This is an optimization exercise on Yosys and OpenROAD, whose aim is a short achievable clock period, few clock cycles and low power, not a production implementation. Only simulation tests tie the RTL to the original design; equivalence was not proved. Power and IR drop assume default switching activity.

==> flow/design.v, too long to show whole: its modules and the start of the top module <==
// module mac_lane_sum: 1960 lines
// module mac_vector_engine: 586 lines
module mac_vector_engine (
  input logic clk,
  input logic reset_n,
  input logic start,
  input logic clear,
  input logic [9:0] vec_len,
  input logic signed [47:0] bias,
  input logic in_valid,
  input logic [35:0] in_a,
  input logic [35:0] in_b,
  input logic out_ready,
  output logic busy,
  output logic in_ready,
  output logic out_valid,
  output logic signed [17:0] out_data,
  output logic signed [47:0] out_acc,
  output logic acc_overflow
);
  // ...
==> flow/run.sh <==
#!/bin/bash
# synth_recipe.tcl (not shown) runs the flow's synth.tcl, then flattens the netlist and writes it again
# the make line also repeats each setting of config.mk as NAME=value (left out here)
make -C /OpenROAD-flow-scripts/flow DESIGN_CONFIG=/design/flow/config.mk WORK_HOME=/design/flow/orfs CLKGATE_MAP_FILE= SYNTH_SCRIPT=/design/flow/synth_recipe.tcl finish
==> flow/config.mk <==
export PLATFORM = sky130hd
export DESIGN_NAME = mac_vector_engine
export DESIGN_NICKNAME = mac_vector_engine
export VERILOG_FILES = /design/flow/design.v
export SDC_FILE = /design/flow/constraint.sdc
export NUM_CORES = 4
export LEC_CHECK = 0
export ABC_CLOCK_PERIOD_IN_PS = 2900
export CAP_MARGIN = 20
export CORE_MARGIN = 2
export CORE_UTILIZATION = 60
export CTS_BUF_LIST = sky130_fd_sc_hd__clkbuf_16
export CTS_CLUSTER_DIAMETER = 80
export CTS_CLUSTER_SIZE = 40
export SETUP_SLACK_MARGIN = 4.1
export SLEW_MARGIN = 20
==> flow/constraint.sdc <==
create_clock -name core_clock -period 7.0 [get_ports {clk}]
set_input_delay 1.4000 -clock core_clock [delete_from_list [all_inputs] [get_ports {clk}]]
set_output_delay 1.4000 -clock core_clock [all_outputs]
set_load 0.01 [all_outputs]
==> flow_summary.json, run 1 <==
{
  "outcome": "finished clean",
  "largest_register": "u_sum.t1_q",
  "layout.cells.non_filler": 3439,
  "use_met2_pct": 45.22,
  "synth-xor-area-share_pct": 11.45,
  "seq_share_pct": 34.48,
  "place.gp.congestion": 0.9100,
  "wl_met2_um": 33490,
  "worstPathArrival_ps": 3550,
  "ys_warn_count": 6,
  "cp_cell_sequence": "fa_1 > ha_1 > nor2b_4 > o31a_1 > a211o_1 > o41ai_4 > buf_4 > o21ai_4 > xnor2_2 > mux2_2",
  "synth_ff_type": "dfxtp_1",
  "clkCellAreaFrac_pct": 3.458,
  "finalCriticalPeriod_ps": 3025,
  "p_leak_nw": 13.69,
  "firstDrtPassIters": 6,
  "gr-total-overflow": 0,
  "max_slew_margin_pct": 34.87,
  "io_buffers": 205,
  "grt_max_degree": 59,
  "startpoint": "s2[1]",
  "nets": 3279,
  "netlist_instances": 2685,
  "buffers": 254,
  "fmax_mhz": 330.5,
  "fin_area_um2": 33900,
  "synth-adder-area-share_pct": 24.58,
  "avgSynthCellArea_um2": 11.19,
  "finalHoldViolCount": 0,
  "ctsResizeCount": 171
}
Testbench counts, summed over its fixed seeds: cycles 12,350.
==> inputs of run 2 (changes only) <==
--- a/flow/config.mk
+++ b/flow/config.mk
@@ -11,5 +11,2 @@
 export CORE_UTILIZATION = 60
-export CTS_BUF_LIST = sky130_fd_sc_hd__clkbuf_16
-export CTS_CLUSTER_DIAMETER = 80
-export CTS_CLUSTER_SIZE = 40
 export SETUP_SLACK_MARGIN = 4.1
==> flow_summary.json, run 2 <==
{
  "outcome": "finished clean",
  "yosysSeqAreaShare_pct": 38.43,
  "p_switching_w": 0.008292,
  "largest_register": "u_sum.t1_q",
  "start_kind": "flip-flop",
  "sw_frac_of_total_pct": 41.32,
  "synth_ff_type": "dfxtp_1",
  "syn_area_um2": 30060,
  "vias_per_cell": 5.740,
  "drt_wl_total_um": 72180,
  "place.gp.congestion": 0.9100,
  "initial_core_util_pct": 60.40,
  "ys_ff_latch": 518,
  "grt_max_degree": 59,
  "synth_fp_nets": 3220,
  "grt_usage_pct": 28.01,
  "critical_path_class": "reg2reg",
  "reg2regPathDepth": 11,
  "num-fill-cells": 3704,
  "nets": 3304,
  "avgSynthCellArea_um2": 11.19,
  "grt_pass1_vias": 20876,
  "reg.largest.list": "u_sum.t1_q (133), u_sum.t2_q (65)",
  "fin_worst_skew_ps": 24.01,
  "synth-edff-count": 107,
  "numCtsBuffers": 54,
  "clockBufferDepth": 3,
  "place_inst": 3358,
  "max_cap_violations": 0,
  "dp_hpwl_um": 52190,
  "rsz0062_at_grt": "true",
  "num_vias": 20016,
  "ys_warn_count": 6,
  "finalHoldViolCount": 0,
  "die_h_um": 227.8,
  "min-delay-path-class": "reg2reg",
  "layout.cells.most_common": "inv_1",
  "worstSetupEndpointType": "flip-flop",
  "p_int_w": 0.01178,
  "dieWidth_um": 227.8,
  "wire_per_inst_um": 20.70,
  "gr-total-overflow": 0,
  "p_leak_nw": 14.07,
  "io_pins": 206,
  "cts_tree": "done",
  "synth.distinct_cells": 67,
  "finalCriticalPeriod_ps": 2932,
  "largest_reg_flops": 133,
  "drt_iter0_markers": 1752,
  "clock-sinks": 518,
  "worstHoldPathCells": 0,
  "whs_ps": 322.4,
  "seq_area_um2": 11660,
  "worstPathArrival_ps": 3290,
  "worst_slew_pin_slew_ps": 1041,
  "grt_pass1_wl_um": 114900,
  "clkPwrFrac_pct": 14.6,
  "drc": 0,
  "worstSkewPairLatency_ps": 610,
  "synth_top_area_share_pct": 25.91,
  "drive_gt1_share_pct": 11.62,
  "layout.cells.non_filler": 3487,
  "firstDrtPassIters": 6,
  "layout_common_cells": "inv_1 (326), fa_1 (313), dfxtp_1 (309), a22oi_1 (308), xor2_1 (225)",
  "synth_async_sr_flop_share_pct": 4.247,
  "antenna_left": 0,
  "ys_top_cells_by_area": "dfxtp_1 (26%), fa_1 (21%), edfxtp_1 (11%)",
  "num_rows": 82,
  "fin_crit_sh_pct": 41.88,
  "max_slew_margin_pct": 30.50,
  "comb_power_share_pct": 58.1,
  "finalMaxSlewViolations": 0,
  "seqPwrFrac_pct": 27.3,
  "critPathRequiredTime_ps": 7360,
  "io_buffers": 205,
  "synth_top_area_cell": "dfxtp_1",
  "finalSetupTns_ps": 0,
  "area_growth_pct": 15.21,
  "netlist_instances": 2685,
  "cts.clk_slew.worst_paths_ps": 60,
  "fin_util_pct": 69.59,
  "max-vdd-ir-drop_v": 0.0003165,
  "synth_most_common_cell": "dfxtp_1",
  "power-per-cell-area_nw_per_um2": 579.6,
  "finalPower_w": 0.02007,
  "dieArea_um2": 51900,
  "cts.htree.levels": 2,
  "critical_path.max_fanout": 4,
  "synthTopCellsByCount": "dfxtp_1 (389), inv_1 (332), fa_1 (319)",
  "fmax_mhz": 341.1,
  "cts-root-buf": "clkbuf_16",
  "coreArea_um2": 49760,
  "multi_input_area_um2": 16630,
  "finalSetupViolCount": 0,
  "holdBufCountCts": 0,
  "antenna_found_initial": 0
}
-- run 2: through the flow --
step	area, um2	worst slack, ps
final	34630	4068
after global routing	34620	3959
after CTS	34270	4042
after detailed placement	32190	3488
after global placement	32190	3485
after floorplan	30080	4086
-- run 2: path summary, 6_finish.rpt --
check                               start          end  slack, ps
max                           sd1_q[0][0]    res_q[24]       4070
min                        u_sum.t2_q[32]  cd1_q[0][2]        320
max reg2reg                   sd1_q[0][0]    res_q[24]       4070
min reg2reg                u_sum.t2_q[32]  cd1_q[0][2]        320
max in group asynchronous         reset_n     rem_q[2]       5840
min in group asynchronous         reset_n         ov_q        770
-- run 2: critical path, stage by stage, from the launching register on --
cell,delay [ps]
dfxtp_2,320
fa_1,550
inv_2,40
fa_2,390
fa_2,360
nor2b_2,150
o21ai_2,80
a21oi_4,230
o211ai_1,140
a21boi_2,200
o21a_1,170
nor2_1,60
-- run 2: logic make-up after synthesis --
logic type / after synthesis / share of synthesized area, %
muxes: 47 / 1.736
DFF: 518 / 38.43
AOI/OAI and AO/OA: 510 / 11.99
buffers and inverters: 557 / 7.198
and+or+nand+nor: 261 / 4.613
adders and majority gates: 399 / 24.58
xor gates and xnor gates: 393 / 11.45
-- run 2: layout make-up --
cell class                 instances  area share (%)
multi-input combinational       1610           48.04
sequential                       518           33.67
timing repair buffer             253           6.851
clock buffer                      81           4.759
inverter                         332           3.599
tap                              672           2.428
clock inverter                    20          0.6504
antenna                            1        0.007227
-- run 2: what timing repair did --
item / 4_1_cts / 5_1_grt
gates resized for setup: 144 / 66
pin swaps: 14 / 30
setup buffers: 12 / 15
setup endpoints to repair: 158 / 78
-- run 2: per-layer routing --
layer,up-vias,wire [um],track usage (%)
met3,152,6438,5.950
li1,9010,-,-
met5,-,0,0
met1,9943,30630,38.53
met4,0,1878,8.573
met2,911,33230,44.83
-- run 2: power by group through the flow --
stage                     logic [W]  clock network [W]  registers (W)
after floorplan             0.00797                  0        0.00501
after CTS                    0.0110            0.00299        0.00547
after global routing         0.0132            0.00311        0.00558
final                        0.0117            0.00293        0.00547
after global placement       0.0102                  0        0.00548
after detailed placement     0.0105                  0        0.00550
==> inputs of run 3 (changes only) <==
--- a/flow/config.mk
+++ b/flow/config.mk
@@ -10,3 +10,3 @@
 export CORE_MARGIN = 2
-export CORE_UTILIZATION = 60
+export CORE_UTILIZATION = 40
 export SETUP_SLACK_MARGIN = 4.1
==> flow_summary.json, run 3 <==
{
  "drive_gt1_share_pct": 10.97,
  "layout.cells.non_filler": 3779,
  "critical_path.max_fanout": 3,
  "coreArea_um2": 74450,
  "max-vdd-ir-drop_v": 0.0002963,
  "gr-total-overflow": 0,
  "largest_reg_flops": 133,
  "synth_ff_type": "dfxtp_1",
  "grt_max_degree": 59,
  "antenna_found_initial": 3,
  "largest_register": "u_sum.t1_q",
  "num_vias": 19679,
  "synth.distinct_cells": 67,
  "avgSynthCellArea_um2": 11.19,
  "antenna_left": 0,
  "seq_area_um2": 11710,
  "finalSetupViolCount": 0,
  "min-delay-path-class": "reg2reg",
  "fin_crit_sh_pct": 42.24,
  "layout.cells.most_common": "inv_1",
  "finalHoldViolCount": 0,
  "grt_usage_pct": 19.95,
  "max_cap_violations": 0,
  "firstDrtPassIters": 5,
  "dp_hpwl_um": 55530,
  "synthTopCellsByCount": "dfxtp_1 (389), inv_1 (332), fa_1 (319)",
  "p_leak_nw": 14.07,
  "critical_path_class": "reg2reg",
  "io_buffers": 205,
  "ys_top_cells_by_area": "dfxtp_1 (26%), fa_1 (21%), edfxtp_1 (11%)",
  "finalCriticalPeriod_ps": 2957,
  "fin_worst_skew_ps": 61.66,
  "die_h_um": 278.1,
  "power-per-cell-area_nw_per_um2": 571.8,
  "numCtsBuffers": 56,
  "finalSetupTns_ps": 0,
  "cts.htree.levels": 2,
  "wire_per_inst_um": 20.35,
  "layout_common_cells": "inv_1 (329), fa_1 (313), dfxtp_1 (310), a22oi_1 (309), xor2_1 (225)",
  "start_kind": "flip-flop",
  "finalMaxSlewViolations": 0,
  "grt_pass1_wl_um": 122000,
  "reg.largest.list": "u_sum.t1_q (133), u_sum.t2_q (65)",
  "synth-edff-count": 107,
  "drt_wl_total_um": 76900,
  "num_rows": 100,
  "outcome": "finished clean",
  "cts.clk_slew.worst_paths_ps": 60,
  "num-fill-cells": 6737,
  "critPathRequiredTime_ps": 7500,
  "drc": 0,
  "vias_per_cell": 5.207,
  "worst_slew_pin_slew_ps": 945.2,
  "cts-root-buf": "clkbuf_16",
  "io_pins": 206,
  "cts_tree": "done",
  "ys_warn_count": 6,
  "yosysSeqAreaShare_pct": 38.43,
  "netlist_instances": 2685,
  "worstSetupEndpointType": "flip-flop",
  "grt_pass1_vias": 21497,
  "rsz0062_at_grt": "true",
  "synth_top_area_share_pct": 25.91,
  "area_growth_pct": 16.66,
  "synth_most_common_cell": "dfxtp_1",
  "nets": 3296,
  "max_slew_margin_pct": 36.79,
  "dieArea_um2": 77350,
  "clock-sinks": 518,
  "synth_top_area_cell": "dfxtp_1",
  "syn_area_um2": 30060,
  "place_inst": 3653,
  "synth_fp_nets": 3220,
  "drt_iter0_markers": 1599,
  "reg2reg_slack_ps": 4040,
  "fmax_mhz": 338.2,
  "initial_core_util_pct": 40.37,
  "synth_async_sr_flop_share_pct": 4.247,
  "clockBufferDepth": 3,
  "multi_input_area_um2": 16560,
  "ys_ff_latch": 518,
  "worstPathArrival_ps": 3460,
  "place.gp.congestion": 0.8687,
  "worstSkewPairLatency_ps": 650,
  "dieWidth_um": 278.1
}
==> run 3: worst max-delay path, cell delays in order (launching register included) <==
cell and delay (ps):
dfxtp_2 320, fa_1 550, ha_1 230, nor2b_4 130
o31a_1 260, a211o_1 330, o41ai_4 420, o21ai_2 150
xnor2_1 150, mux2_4 270
==> run 3: logic make-up (layout without fill, tap and decap cells) <==
logic type / after synthesis / after routing / share of synthesized area, %
buffers and inverters: 557 / 680 / 7.198
flip-flops: 518 / 518 / 38.43
AO/OA/AOI/OAI: 510 / 510 / 11.99
adder cells (fa/ha/maj): 399 / 399 / 24.58
XOR/XNOR: 393 / 393 / 11.45
AND/OR/NAND/NOR: 261 / 261 / 4.613
multiplexers: 47 / 47 / 1.736
other: 0 / 2 / 0
==> run 3: worst paths after layout <==
check,endpoint,cells after the start,from
worst max-delay path,acc2_q[15],9,c2[1]
worst min-delay path,s2[2],0,sd2_q[0][2]
worst max register to register,acc2_q[15],9,c2[1]
worst min register to register,s2[2],0,sd2_q[0][2]
max in group asynchronous,rem_q[2],1,reset_n
min in group asynchronous,hc_q[0],1,reset_n
==> run 3: per-stage QoR <==
stage	hold WS (ps)	util, %	power [W]	worst slack [ps]	cell area, um2
floorplan	309.6	-	0.01298	4086	30080
global placement	311.0	43.72	0.01588	2832	32550
detailed placement	312.1	43.71	0.01621	3681	32540
CTS	324.1	46.71	0.01985	3927	34770
global route	327.5	47.09	0.02208	3918	35060
finish	322.5	47.10	0.02005	4043	35060
==> run 3: final cells by class <==
class,instances,area share (%)
Antenna cell,2,0.01427
Clock buffer,86,4.939
Clock inverter,19,0.8743
Inverter,332,3.554
Multi-Input combinational cell,1610,47.22
Sequential cell,518,33.40
Tap cell,969,3.458
Timing Repair Buffer,243,6.534
==> run 3: power by group <==
group | switching [W] | internal [W]
Combinational | 0.00620 | 0.00522
Sequential | 0.000843 | 0.00464
Clock | 0.00124 | 0.00190
==> run 3: metal layers <==
layer  vias to the layer above  track usage (%)  part of all wire (%)  wire [um]
met5                         -                0                 0.017         13
met4                         2            6.320                   2.2       1680
met3                       119            3.434                   6.5       5029
met2                       755            32.87                    47      36370
met1                      9814            26.78                    44      33800
li1                       8989                -                     -          -
==> run 3: timing repair <==
item                       4_1_cts  5_1_grt
pin swaps                       15       24
gates resized for setup        165       66
gates cloned                     0        1
buffers inserted                10        8
setup endpoints to repair      182       57
hold endpoints to repair         0        0
hold buffers                     0        0
==> inputs of run 4 (changes only) <==
--- a/flow/config.mk
+++ b/flow/config.mk
@@ -10,3 +10,4 @@
 export CORE_MARGIN = 2
-export CORE_UTILIZATION = 40
+export CORE_UTILIZATION = 60
+export CTS_BUF_LIST = sky130_fd_sc_hd__clkbuf_4
 export SETUP_SLACK_MARGIN = 4.1
==> flow_summary.json, run 4 <==
{
  "largest_reg_flops": 133,
  "seqPwrFrac_pct": 27.6,
  "io_pins": 206,
  "ys_top_cells_by_area": "dfxtp_1 (26%), fa_1 (21%), edfxtp_1 (11%)",
  "synth_top_area_cell": "dfxtp_1",
  "drive_gt1_share_pct": 17.73,
  "ys_warn_count": 6,
  "worst_slew_pin_slew_ps": 967.2,
  "yosysSeqAreaShare_pct": 38.43,
  "cp_slowest_stage_delay_ps": 500,
  "start_kind": "flip-flop",
  "wire_per_inst_um": 20.13,
  "dp_hpwl_um": 52190,
  "synth_most_common_cell": "dfxtp_1",
  "avgSynthCellArea_um2": 11.19,
  "worstHoldPathCells": 0,
  "cts.htree.levels": 4,
  "place_area_um2": 32190,
  "cp.depth": 10,
  "dieWidth_um": 227.8,
  "cts-root-buf": "clkbuf_4",
  "worstSetupEndpointType": "flip-flop",
  "finalSetupTns_ps": 0,
  "synth_mux_area_share_pct": 1.736,
  "outcome": "finished clean",
  "cts.clk_slew.worst_paths_ps": 60,
  "critical_path.max_fanout": 2,
  "fin_worst_skew_ps": 60.47,
  "grt_usage_pct": 28.70,
  "drt_wl_total_um": 72960,
  "syn_area_um2": 30060,
  "layout.cells.non_filler": 3624,
  "synth-adder-area-share_pct": 24.58,
  "worstPathArrival_ps": 3870,
  "nets": 3383,
  "initial_core_util_pct": 60.40,
  "critPathRequiredTime_ps": 7820,
  "num_vias": 20463,
  "drt_iter0_markers": 1702,
  "worstSkewPairLatency_ps": 980,
  "place.gp.congestion": 0.9100,
  "grt_max_degree": 59,
  "finalCriticalPeriod_ps": 3048,
  "fmax_mhz": 328.1,
  "synth_async_sr_flop_share_pct": 4.247,
  "synth_ff_type": "dfxtp_1",
  "min-delay-path-class": "reg2reg",
  "max_cap_violations": 0,
  "synth_fp_nets": 3220,
  "clkPwrFrac_pct": 13.8,
  "max-vdd-ir-drop_v": 0.0003010,
  "layout.cells.most_common": "inv_1",
  "critical_path_buf_inv_count": 1,
  "io_buffers": 205,
  "numCtsBuffers": 133,
  "netlist_instances": 2685,
  "yosys.area_share.simple_pct": 4.613,
  "synth.distinct_cells": 67,
  "pre_cts_ws_ps": 3488,
  "largest_register": "u_sum.t1_q",
  "critical_path_class": "reg2reg",
  "fin_crit_sh_pct": 43.54,
  "firstDrtPassIters": 6,
  "clockBufferDepth": 3,
  "p_switching_w": 0.008301,
  "finalMaxSlewViolations": 0,
  "synth-edff-count": 107,
  "comb_power_share_pct": 58.6,
  "antenna_found_initial": 3,
  "reg2regPathDepth": 10,
  "cp_cell_sequence": "fa_1 > ha_1 > nor2b_4 > o31a_1 > a211o_1 > o41ai_4 > buf_4 > o21ai_4 > xnor2_2 > mux2_4",
  "critPathTopFamily": "compound AO/OA/AOI/OAI gates",
  "ys_ff_latch": 518,
  "synth_top_family_by_area": "adder cells",
  "die_h_um": 227.8,
  "reg.largest.list": "u_sum.t1_q (133), u_sum.t2_q (65)",
  "synth-compound-area-share_pct": 11.99,
  "layout_common_cells": "inv_1 (327), fa_1 (314), dfxtp_1 (310), a22oi_1 (309), xor2_1 (225)",
  "reg2reg_slack_ps": 3950,
  "p_int_w": 0.01148,
  "synthTopCellsByCount": "dfxtp_1 (389), inv_1 (332), fa_1 (319)",
  "finalHoldViolCount": 0,
  "rsz0062_at_grt": "true",
  "finalSetupViolCount": 0,
  "fin_ws_ps": 3952,
  "area_growth_pct": 14.17,
  "max_slew_margin_pct": 35.43,
  "num_rows": 82,
  "synth_top_area_share_pct": 25.91,
  "holdBufCountCts": 0,
  "sw_frac_of_total_pct": 41.97,
  "grt_pass1_vias": 21435,
  "fin_area_um2": 34310,
  "power-per-cell-area_nw_per_um2": 576.5,
  "drc": 0,
  "vias_per_cell": 5.647,
  "place_inst": 3358,
  "crit_path_top_delay_cell": "fa_1",
  "clock-sinks": 518,
  "cts_tree": "done",
  "synth-xor-area-share_pct": 11.45,
  "antenna_left": 0,
  "coreArea_um2": 49760,
  "grt_pass1_wl_um": 116400,
  "dieArea_um2": 51900,
  "p_leak_nw": 14.12,
  "gr-total-overflow": 0
}
run 4: cell types whose count changed in the layout (fill, tap and decap cells not counted), moves of 9 or more:
cell	change
clkbuf_8	-9
buf_4	+11
clkbuf_1	-15
clkinv_1	+20
clkbuf_4	+199
clkbuf_16	-63
buf_2	+67
dlygate4sd2_1	-65
dfxtp_2	+19
dfxtp_4	-19
run 4: final cells by class:
type	instances	area, um2
clock inverters	38	319.1
inverters	332	1246
fillers	3779	15450
flip-flops and latches	518	11660
well taps	672	840.8
diodes	2	5.005
repair buffers	253	2081
clock buffers	199	1494
multi-input cells	1610	16660
run 4: layer usage:
| layer | vias up | wire (um) | global-route usage, % |
|---|---|---|---|
| li1 | 9263 | - | - |
| met1 | 10118 | 30870 | 38.45 |
| met2 | 946 | 34000 | 44.91 |
| met3 | 134 | 6630 | 8.638 |
| met4 | 2 | 1452 | 9.313 |
| met5 | - | 11 | 0 |
run 4: repair_timing:
action,4_1_cts,5_1_grt
pin swaps,16,27
resized for setup,379,64
buffers inserted,14,13
cloned,0,0
endpoints found under the setup margin,175,142
run 4: per-stage QoR:
stage / hold slack, ps / total power, W / util (%)
2_1_floorplan: 309.6 / 0.01298 / -
3_3_place_gp: 311.4 / 0.01571 / 64.70
3_5_place_dp: 312.1 / 0.01604 / 64.70
4_1_cts: 308.3 / 0.01923 / 68.23
5_1_grt: 310.5 / 0.02170 / 68.96
6_report: 305.0 / 0.01978 / 68.96
run 4: kinds of logic after synthesis:
group	Yosys count
fa+ha+maj	399
simple gates	261
compound gates	510
flops	518
mux	47
buf+inv	557
xor+xnor	393
run 4: power by group through the flow:
stage | sequential, W | combinational, W | clock (W)
global placement | 0.00548 | 0.0102 | 0
global route | 0.00558 | 0.0131 | 0.00300
finish | 0.00546 | 0.0116 | 0.00273
floorplan | 0.00501 | 0.00797 | 0
CTS | 0.00546 | 0.0109 | 0.00283
detailed placement | 0.00550 | 0.0105 | 0
run 4: final timing paths:
kind                           startpoint          end
max                                 s2[1]   acc2_q[13]
min                        u_sum.t2_q[63]  sd2_q[0][3]
max reg2reg                         s2[1]   acc2_q[13]
min reg2reg                u_sum.t2_q[63]  sd2_q[0][3]
max in group asynchronous         reset_n     rem_q[2]
min in group asynchronous         reset_n       busy_q
==> inputs of run 5 (changes only) <==
--- a/flow/config.mk
+++ b/flow/config.mk
@@ -11,3 +11,5 @@
 export CORE_UTILIZATION = 60
-export CTS_BUF_LIST = sky130_fd_sc_hd__clkbuf_4
+export CTS_BUF_LIST = sky130_fd_sc_hd__clkbuf_8 sky130_fd_sc_hd__clkbuf_16
+export CTS_CLUSTER_DIAMETER = 50
+export CTS_CLUSTER_SIZE = 25
 export SETUP_SLACK_MARGIN = 4.1
==> flow_summary.json, run 5 <==
{
  "synth-edff-count": 107,
  "finalSetupViolCount": 0,
  "cts-root-buf": "clkbuf_16",
  "synth.distinct_cells": 67,
  "drive_gt1_share_pct": 11.74,
  "finalHoldViolCount": 0,
  "area_growth_pct": 14.95,
  "io_pins": 206,
  "n_antenna_cell": 0,
  "ys_top_cells_by_area": "dfxtp_1 (26%), fa_1 (21%), edfxtp_1 (11%)",
  "synth_most_common_cell": "dfxtp_1",
  "fin_worst_skew_ps": 35.19,
  "fin_ws_ps": 4039,
  "dieArea_um2": 51900,
  "ys_warn_count": 6,
  "gr-total-overflow": 0,
  "cts.clk_slew.worst_paths_ps": 80,
  "start_kind": "flip-flop",
  "drt_iter0_markers": 1882,
  "worstSetupEndpointType": "flip-flop",
  "synth_async_sr_flop_share_pct": 4.247,
  "synth_fp_nets": 3220,
  "numCtsBuffers": 49,
  "antenna_left": 0,
  "netlist_instances": 2685,
  "p_int_w": 0.01162,
  "worst_slew_pin_slew_ps": 1072,
  "outcome": "finished clean",
  "vias_per_cell": 5.757,
  "fmax_mhz": 337.7,
  "pre_cts_ws_ps": 3488,
  "synth_top_area_cell": "dfxtp_1",
  "synth_top_area_share_pct": 25.91,
  "max_slew_margin_pct": 28.46,
  "num-fill-cells": 3684,
  "reg.largest.list": "u_sum.t1_q (133), u_sum.t2_q (65)",
  "finalCriticalPeriod_ps": 2961,
  "ys_ff_latch": 518,
  "fin_util_pct": 69.43,
  "largest_reg_flops": 133,
  "sw_frac_of_total_pct": 42.05,
  "layout_common_cells": "inv_1 (332), fa_1 (313), a22oi_1 (309), dfxtp_1 (307), xor2_1 (224)",
  "clkPwrFrac_pct": 14.0,
  "p_leak_nw": 14.04,
  "die_h_um": 227.8,
  "max-vdd-ir-drop_v": 0.0003645,
  "cts_tree": "done",
  "clockBufferDepth": 3,
  "syn_area_um2": 30060,
  "cts.htree.levels": 2,
  "power-per-cell-area_nw_per_um2": 580.5,
  "num_rows": 82,
  "critical_path.max_fanout": 3,
  "synth_ff_type": "dfxtp_1",
  "yosysSeqAreaShare_pct": 38.43,
  "dp_hpwl_um": 52190,
  "seqPwrFrac_pct": 27.3,
  "wire_per_inst_um": 20.78,
  "fin_crit_sh_pct": 42.30,
  "drt_wl_total_um": 72190,
  "min-delay-path-class": "reg2reg",
  "grt_pass1_vias": 20686,
  "max_cap_violations": 0,
  "worstPathArrival_ps": 3300,
  "io_buffers": 205,
  "nets": 3298,
  "rsz0062_at_grt": "true",
  "finalSetupTns_ps": 0,
  "avgSynthCellArea_um2": 11.19,
  "layout.cells.most_common": "inv_1",
  "place.gp.congestion": 0.9100,
  "dieWidth_um": 227.8,
  "worstSkewPairLatency_ps": 620,
  "drc": 0,
  "largest_register": "u_sum.t1_q",
  "clock-sinks": 518,
  "p_switching_w": 0.008433,
  "initial_core_util_pct": 60.40,
  "firstDrtPassIters": 8,
  "grt_pass1_wl_um": 114800,
  "num_vias": 19999,
  "finalMaxSlewViolations": 0,
  "critical_path_class": "reg2reg",
  "critPathRequiredTime_ps": 7340,
  "coreArea_um2": 49760,
  "grt_max_degree": 59,
  "comb_power_share_pct": 58.8,
  "synthTopCellsByCount": "dfxtp_1 (389), inv_1 (332), fa_1 (319)",
  "grt_usage_pct": 27.98,
  "antenna_found_initial": 0
}
## run 5: cell counts after synthesis
No cell type changed its count.
## run 5: worst max-delay path: stages (launching register included)
cell	delay, ps
dfxtp_2	320
fa_2	610
ha_4	210
nor2b_4	120
o31a_1	260
a211o_1	330
o41ai_4	400
o21ai_2	150
mux2i_1	210
nand2_1	90
## run 5: what timing repair did
item | in CTS | in global routing
pin swaps | 21 | 38
gates resized for setup | 151 | 84
endpoints found under the setup margin | 168 | 81
buffers inserted | 14 | 12
hold buffers | 0 | 0
## run 5: final cells by class
| type | instances | area, um2 | area share [%] |
|---|---|---|---|
| inverter | 332 | 1246 | 3.607 |
| sequential | 518 | 11670 | 33.79 |
| clock buffer | 52 | 1279 | 3.701 |
| multi-input combinational | 1610 | 16690 | 48.30 |
| tap | 672 | 840.8 | 2.434 |
| timing repair buffer | 252 | 2366 | 6.848 |
| clock inverter | 38 | 456.7 | 1.322 |
## run 5: path summary, 6_finish.rpt
| kind | startpoint | endpoint | slack [ps] | cells past startpoint |
|---|---|---|---|---|
| max in group asynchronous | reset_n | rem_q[2] | 5840 | 1 |
| worst min register to register | u_sum.t2_q[54] | cd1_q[0][13] | 320 | 0 |
| worst min-delay path | u_sum.t2_q[54] | cd1_q[0][13] | 320 | 0 |
| min in group asynchronous | reset_n | rem_q[4] | 750 | 1 |
| worst max-delay path | c2[1] | rovf_q | 4040 | 9 |
| worst max register to register | c2[1] | rovf_q | 4040 | 9 |
## run 5: through the flow
| step | cells | hold slack [ps] | cell area (um2) | power, W |
|---|---|---|---|---|
| 2_1_floorplan | 2685 | 309.6 | 30080 | 0.01298 |
| 3_3_place_gp | 3358 | 311.4 | 32190 | 0.01571 |
| 3_5_place_dp | 3358 | 312.1 | 32190 | 0.01604 |
| 4_1_cts | 3462 | 325.4 | 34150 | 0.01931 |
| 5_1_grt | 3474 | 334.7 | 34550 | 0.02197 |
| 6_report | 3474 | 324.4 | 34550 | 0.02006 |
## run 5: layer usage
| metal | vias to the layer above | global-route usage (%) | share of wire [%] |
|---|---|---|---|
| met5 | - | 0 | 0 |
| met4 | 0 | 8.676 | 2.5 |
| met3 | 148 | 5.988 | 9.1 |
| met2 | 966 | 44.72 | 46 |
| met1 | 9888 | 38.47 | 42 |
| li1 | 8997 | - | - |
## run 5: power groups by stage
| stage | clock [W] | sequential (W) | combinational (W) |
|---|---|---|---|
| after global placement | 0 | 0.00548 | 0.0102 |
| after CTS | 0.00286 | 0.00546 | 0.0110 |
| final | 0.00280 | 0.00547 | 0.0118 |
| after global routing | 0.00298 | 0.00558 | 0.0134 |
| after detailed placement | 0 | 0.00550 | 0.0105 |
| after floorplan | 0 | 0.00501 | 0.00797 |
## run 5: cells by family (layout without fill, tap and decap cells)
group,Yosys count,after routing,share of synthesized area (%)
buffers and inverters,557,674,7.198
DFF,518,518,38.43
AOI/OAI and AO/OA,510,510,11.99
adders and majority gates,399,399,24.58
xor gates and xnor gates,393,393,11.45
and+or+nand+nor,261,261,4.613
muxes,47,47,1.736
==> inputs of run 6 (changes only) <==
==> flow/config.mk (replaced) <==
export PLATFORM = sky130hd
export DESIGN_NAME = mac_vector_engine
export DESIGN_NICKNAME = mac_vector_engine
export VERILOG_FILES = /design/flow/design.v
export SDC_FILE = /design/flow/constraint.sdc
export NUM_CORES = 4
export LEC_CHECK = 0
export ABC_CLOCK_PERIOD_IN_PS = 2600
export CAP_MARGIN = 20
export CORE_MARGIN = 2
export CORE_UTILIZATION = 60
export CTS_BUF_LIST = sky130_fd_sc_hd__clkbuf_16
export CTS_CLUSTER_DIAMETER = 80
export CTS_CLUSTER_SIZE = 40
export SETUP_SLACK_MARGIN = 4.4
export SLEW_MARGIN = 20
==> flow_summary.json, run 6 <==
{
  "outcome": "finished clean",
  "gr-total-overflow": 0,
  "p_leak_nw": 15.23,
  "synth.distinct_cells": 67,
  "fin_area_um2": 37740,
  "dp_hpwl_um": 53300,
  "max_slew_margin_pct": 32.25,
  "ys_top_cells_by_area": "dfxtp_1 (26%), fa_1 (21%), edfxtp_1 (11%)",
  "synth_most_common_cell": "dfxtp_1",
  "fin_worst_skew_ps": 29.83,
  "p_switching_w": 0.009182,
  "reg.largest.list": "u_sum.t1_q (133), u_sum.t2_q (65)",
  "clock-sinks": 518,
  "holdBufCountCts": 0,
  "yosysSeqAreaShare_pct": 38.43,
  "synth-adder-area-share_pct": 24.58,
  "cts.clk_slew.worst_paths_ps": 110,
  "grt_pass1_vias": 20957,
  "cts-root-buf": "clkbuf_16",
  "ys_ff_latch": 518,
  "synth_fp_nets": 3220,
  "synthTopCellsByCount": "dfxtp_1 (389), inv_1 (332), fa_1 (319)",
  "initial_core_util_pct": 60.40,
  "critical_path_class": "reg2reg",
  "yosys.area_share.simple_pct": 4.613,
  "min-delay-path-class": "reg2reg",
  "critical_path.max_fanout": 3,
  "place.gp.congestion": 0.8905,
  "p_int_w": 0.01197,
  "max-vdd-ir-drop_v": 0.0003817,
  "netlist_instances": 2685,
  "antenna_found_initial": 6,
  "synth_ff_type": "dfxtp_1",
  "synth_async_sr_flop_share_pct": 4.247,
  "synth-edff-count": 107,
  "coreArea_um2": 49760,
  "seqPwrFrac_pct": 25.3,
  "ys_warn_count": 6,
  "max_cap_violations": 0,
  "worstSkewPairLatency_ps": 630,
  "worstPathArrival_ps": 3340,
  "vias_per_cell": 5.930,
  "finalSetupViolCount": 0,
  "grt_max_degree": 59,
  "synth_top_area_cell": "dfxtp_1",
  "finalHoldViolCount": 0,
  "rsz0062_at_grt": "true",
  "synth_top_family_by_area": "adder cells",
  "clockBufferDepth": 3,
  "cts_tree": "done",
  "drive_gt1_share_pct": 28.92,
  "critPathRequiredTime_ps": 7360,
  "layout_common_cells": "inv_1 (307), dfxtp_1 (301), fa_1 (284), xor2_1 (210), buf_4 (188)",
  "grt_usage_pct": 29.00,
  "finalCriticalPeriod_ps": 2981,
  "avgSynthCellArea_um2": 11.19,
  "io_pins": 206,
  "die_h_um": 227.8,
  "power-per-cell-area_nw_per_um2": 560.4,
  "worst_slew_pin_slew_ps": 1015,
  "clkPwrFrac_pct": 9.2,
  "fin_crit_sh_pct": 42.58,
  "wire_per_inst_um": 23.89,
  "place_area_um2": 32220,
  "synth-xor-area-share_pct": 11.45,
  "drt_iter0_markers": 2171,
  "largest_reg_flops": 133,
  "largest_register": "u_sum.t1_q",
  "area_growth_pct": 25.57,
  "synth_mux_area_share_pct": 1.736,
  "start_kind": "flip-flop",
  "layout.cells.most_common": "inv_1",
  "synth-compound-area-share_pct": 11.99,
  "io_buffers": 205,
  "synth_top_area_share_pct": 25.91,
  "num_rows": 82,
  "syn_area_um2": 30060,
  "sw_frac_of_total_pct": 43.41,
  "cts.htree.levels": 1,
  "antenna_left": 0,
  "num_vias": 21833,
  "nets": 3523,
  "numCtsBuffers": 26,
  "finalMaxSlewViolations": 0,
  "firstDrtPassIters": 6,
  "drc": 0,
  "dieWidth_um": 227.8,
  "drt_wl_total_um": 87980,
  "grt_pass1_wl_um": 118700,
  "comb_power_share_pct": 65.5,
  "finalSetupTns_ps": 0,
  "fmax_mhz": 335.5,
  "worstSetupEndpointType": "flip-flop",
  "dieArea_um2": 51900
}
==> run 6: per-stage QoR <==
step,worst slack (ps),utilization (%),hold slack (ps),cells,total power [W]
finish,4019,75.84,329.9,3682,0.02115
CTS,4052,68.29,332.7,3458,0.01925
detailed placement,3444,64.74,312.1,3351,0.01628
global route,3913,75.84,334.8,3681,0.02282
floorplan,4203,-,309.5,2685,0.01314
global placement,3421,64.74,310.0,3351,0.01583
==> run 6: cell families after synthesis <==
kind of cell               count (synthesis)
buffers and inverters                    557
xor gates and xnor gates                 393
muxes                                     47
AOI/OAI and AO/OA                        510
and+or+nand+nor                          261
DFF                                      518
adders and majority gates                399
==> run 6: what timing repair did <==
item,4_1_cts,5_1_grt
pin swaps,42,176
setup endpoints to repair,232,151
setup buffers,59,221
gates resized for setup,494,377
gates cloned,0,1
==> run 6: cell type report <==
cell class / instances / area [um2]
well taps: 672 / 840.8
inverters: 332 / 1246
clock buffers: 26 / 650.6
repair buffers: 500 / 4793
diodes: 2 / 5.005
multi-input cells: 1610 / 17980
clock inverters: 22 / 359.1
flip-flops and latches: 518 / 11860
fillers: 3209 / 12020
==> run 6: final timing paths <==
| check | start | end | slack [ps] | depth (start not counted) |
|---|---|---|---|---|
| setup / recovery | s2[1] | rovf_q | 4020 | 9 |
| hold / removal | u_sum.t2_q[27] | sd1_q[0][0] | 330 | 0 |
| min in group asynchronous | reset_n | ov_q | 770 | 1 |
| hold reg to reg | u_sum.t2_q[27] | sd1_q[0][0] | 330 | 0 |
| setup reg to reg | s2[1] | rovf_q | 4020 | 9 |
| max in group asynchronous | reset_n | ir_q | 5800 | 1 |
==> run 6: per-layer routing <==
metal	up-vias	track usage (%)	wire length, um
li1	9426	-	-
met1	10783	39.92	33440
met2	1277	47.82	40930
met3	339	6.038	8955
met4	8	5.962	4595
met5	-	0	55
==> run 6: power groups by stage <==
| stage | clock, W | combinational [W] | sequential, W |
|---|---|---|---|
| 2_1_floorplan | 0 | 0.00813 | 0.00501 |
| 3_3_place_gp | 0 | 0.0103 | 0.00554 |
| 3_5_place_dp | 0 | 0.0107 | 0.00557 |
| 4_1_cts | 0.00198 | 0.0118 | 0.00547 |
| 5_1_grt | 0.00210 | 0.0153 | 0.00545 |
| 6_report | 0.00195 | 0.0138 | 0.00536 |
==> run 6: worst max-delay path, stage by stage, from the launching register on <==
cell and delay, ps:
dfxtp_2 340, fa_1 490, ha_1 310, nor2b_4 130, o31a_1 260, a211o_1 330
o41ai_4 410, o21ai_2 150, mux2i_2 210, nand2_1 100

[afterwards: timing with drivers on the ports]
How much do the figures lean on ideal ports? The routed layouts below were timed once more, with nothing changed but the port constraints. Step 1 assumes that a clkbuf_16 drives the clock port and a buf_2 every other input. Step 2 also shifts input and output timing later by t, the mid clock arrival at the registers, as if the neighbouring blocks saw the same clock. a / b / c = ideal / step 1 / step 2; a / b = the first two.
run	t (ns)	slack for setup (ns)	worst setup path after step 2	pins driven straight from the clock port
run 1	0.675	3.975 / 3.975 / 3.634	input to register	1
run 2	0.664	4.068 / 4.068 / 3.631	input to register	1
run 3	0.677	4.043 / 4.043 / 3.646	input to register	1
run 4	1.010	3.952 / 3.952 / 3.416	input to register	1
run 5	0.664	4.039 / 4.039 / 3.729	input to register	1
run 6	0.679	4.019 / 4.019 / 3.845	input to register	1
After both steps every run listed still meets setup and hold. For run 4, which loses most, drivers alone change the setup slack by 0.000 ns; drivers and shift together by -0.536 ns.
